What follows belongs to an exercise in optimizing a design on an open flow for small area, a short achievable clock period and few clock cycles; a production flow would make more cautious choices.
In this exercise RTL edits were held to simulation tests only and were not proved equivalent to the original.
Power figures rest on the tool's default switching activity, not on a simulated workload.

== west ==
// alignment_point_tour_optimizer
module alignment_point_tour_optimizer (
    input  wire logic                     i_clk,
    input  wire logic                     i_rst_n,
    input  wire logic                     i_cfg_wr_en,
    input  wire logic [2:0]               i_cfg_index,
    input  wire logic [20:0]              i_cfg_data,
    input  wire logic                     i_in_valid,
    output logic                          o_in_ready,
    input  wire logic [20:0]              i_point_azimuth,
    input  wire logic signed [19:0]       i_point_altitude,
    input  wire logic [16:0]              i_point_right_ascension,
    input  wire logic signed [19:0]       i_point_declination,
    input  wire logic                     i_last_point,
    output logic                          o_out_valid,
    input  wire logic                     i_out_ready,
    output logic [5:0]                    o_visit_index,
    output logic                          o_last_visit
);
clock: 12.0 ns
lec_check: 0
abc_area: 1
cap_margin: 20
core_margin: 2
core_utilization: 45
slew_margin: 20
synth_memory_max_bits: 8192
setup_slack_margin: 7.5
standard.sh (not shown) runs the stock make flow with config.mk's settings and CLKGATE_MAP_FILE= SYNTH_SCRIPT=/design/flow/synth_recipe.tcl, a recipe that flattens the netlist after the stock synthesis.
==> flow/flow/run.sh <==
#!/bin/bash
# Standard layout, with timing repair aiming well below the clock period.
set -euo pipefail
echo "export SETUP_SLACK_MARGIN = 7.5" >> config.mk
bash standard.sh > standard.log 2>&1
Testbench counts of west, summed over its fixed seeds: cycles 15,978.
Changes in middle relative to west:
--- a/flow/design.v
+++ b/flow/design.v
@@ -169,18 +169,20 @@
                            ST_MV = 3'd4, ST_OPRE = 3'd5, ST_OUT = 3'd6;
     localparam logic [1:0] PH_GR = 2'd0, PH_TWO = 2'd1, PH_OR = 2'd2;
     localparam logic [1:0] IS_IDLE = 2'd0, IS_PRO = 2'd1, IS_PASS = 2'd2;
     logic [2:0]  r_st;
     logic        r_rdy;      
     logic [1:0]  r_ph;       
     logic [1:0]  r_iph, n_iph;   
     logic        l_or, l_two;    
-    logic        r_kv, r_inp, n_inp, tw_rs, tw_jump;
+    logic        r_kv, r_inp, n_inp, tw_rs, tw_jump, tw_first, tw_last;
     logic [4:0]  r_ka, r_kb, tw_hend, tw_e2, tw_end;
+    logic        r_tw_rs, r_tw_far;
+    logic [4:0]  r_tw_hend, r_tw_end;
     logic [5:0]  r_n;
     logic [4:0]  nm1;
     logic [1:0]  r_iss;
     logic [2:0]  r_ipro;
     logic        r_ipS;
     logic [4:0]  r_ipos, r_ibase;
     logic        r_ifirst;
     logic [N-1:0] r_rem, r_vis;
@@ -309,17 +311,19 @@
         it = '0;
         n_iss = r_iss;  n_ipro = r_ipro;  n_ipS = r_ipS;  n_ifirst = r_ifirst;
         n_ipos = r_ipos;  n_ibase = r_ibase;  n_rem = r_rem;  n_iph = r_iph;
         l_or = 1'b0;  l_two = 1'b0;  n_inp = 1'b0;
         tw_hend = (7'(r_ibase) + 7'(2 * K - 1) < 7'(nm1)) ? 5'(r_ibase + 5'(2 * K - 1)) : nm1;
         tw_e2   = (7'(r_kb) + 7'd1 < 7'(nm1)) ? 5'(r_kb + 5'd1) : nm1;
         tw_rs   = r_kv && (7'(r_ibase) + 7'(K) <= 7'(r_ka));
         tw_end  = !tw_rs ? nm1 : ((tw_e2 > tw_hend) ? tw_e2 : tw_hend);
-        tw_jump = tw_rs && (r_ipos == tw_hend) && (7'(r_ka) > 7'(tw_hend) + 7'd2) && (r_ipos != tw_end);
+        tw_first = (r_ibase == '0) ? (r_ipos == '0) : (r_ipos == r_ibase + 5'd1);
+        tw_jump = !tw_first && r_tw_rs && (r_ipos == r_tw_hend) && r_tw_far && (r_ipos != r_tw_end);
+        tw_last = tw_first ? (r_ipos == nm1) : (r_ipos == r_tw_end);
         cd = '0;
         if (r_st == ST_RUN) begin
             case (r_iss)
                 IS_PRO: begin
                     it.v = 1'b1;  it.nop = 1'b1;  it.capv = 1'b1;  it.cap = r_ipro[1:0];
                     case (r_iph)
                         PH_GR: begin
                             it = '0;
@@ -373,18 +377,18 @@
                                 n_iss   = (6'(r_ibase) + 6'd2 < r_n) ? IS_PRO : IS_IDLE;
                                 n_ipro  = 3'd3;
                                 n_ibase = r_ibase + 5'd1;
                             end
                         end
                         PH_TWO: begin
                             it.pos   = r_ipos;
                             it.np    = r_inp;
-                            it.first = (r_ibase == '0) ? (r_ipos == '0) : (r_ipos == r_ibase + 5'd1);
-                            it.last  = (r_ipos == tw_end);
+                            it.first = tw_first;
+                            it.last  = tw_last;
                             cd = 7'(r_ipos) - 7'(r_ibase) - 7'(K - 1);
                             if (!cd[6] && (cd != '0) && (cd <= 7'(K))) begin
                                 it.capv = 1'b1;  it.cap = cd[1:0];
                             end
                             if (it.last) begin
                                 if (7'(r_ibase) + 7'(K) + 7'd2 <= 7'(r_n)) begin
                                     n_ibase = r_ibase + 5'(K);
                                     n_ipos  = r_ibase + 5'(K + 1);
@@ -716,16 +720,20 @@
             r_iph    <= PH_GR;
             r_k      <= '0;
             r_vis    <= '0;
             r_gsk    <= 1'b0;
         end else begin
             r_iss <= n_iss;  r_ipro <= n_ipro;  r_ipS <= n_ipS;  r_ifirst <= n_ifirst;
             r_iph <= n_iph;
             r_inp <= n_inp;
+            r_tw_rs   <= tw_rs;
+            r_tw_hend <= tw_hend;
+            r_tw_end  <= tw_end;
+            r_tw_far  <= (7'(r_ka) > 7'(tw_hend) + 7'd2);
             if (l_two) r_kv <= 1'b0;
             if (l_or) r_anyor <= 1'b0;
             if (l_two) begin
                 r_firstiter <= 1'b0;  r_any2 <= 1'b0;
             end
             r_ipos <= n_ipos;  r_ibase <= n_ibase;  r_rem <= n_rem;
             case (r_st)
                 ST_LOAD: begin
Summary of the comparison: cell area after layout is lower in middle, relative to west. Est. power | middle vs west | middle higher. On placed instance area, middle and west are neck and neck. | power spent charging and discharging nets | west vs middle | ≈ equal |. Delta (middle minus west): utilization after layout down 0.91 points, count of plain and timing-repair buffers in the layout decreased 26%.
Testbench counts of middle, summed over its fixed seeds: cycles 15,978.

re-timing with driven ports:
The flow's constraints put no driver on any port. The routed layouts listed below were extracted and timed again, unchanged, in two steps.
Step 1, drivers: a clkbuf_16 drives i_clk and a buf_2 each remaining input, both assumed.
Step 2 moves the port delays by t, midway between the first and last clock arrival at a register: inputs arrive t later, outputs are due t later. That takes back most of the time a late clock gives input paths.
a / b / c = ideal / step 1 / step 2; a / b = the first two.
| run | shift t [ns] | setup WS [ns] | slew at the worst register clock pin (ns) | cell pins on the clock port's net |
|---|---|---|---|---|
| west | 1.067 | 6.856 / 6.856 / 6.710 | 0.07 / 0.07 | 1 |
| middle | 1.063 | 7.436 / 7.436 / 6.674 | 0.07 / 0.07 | 1 |
After both steps setup and hold are still met in every run listed. For middle, which loses most, drivers alone change the setup slack by 0.000 ns; drivers and shift together by -0.762 ns.
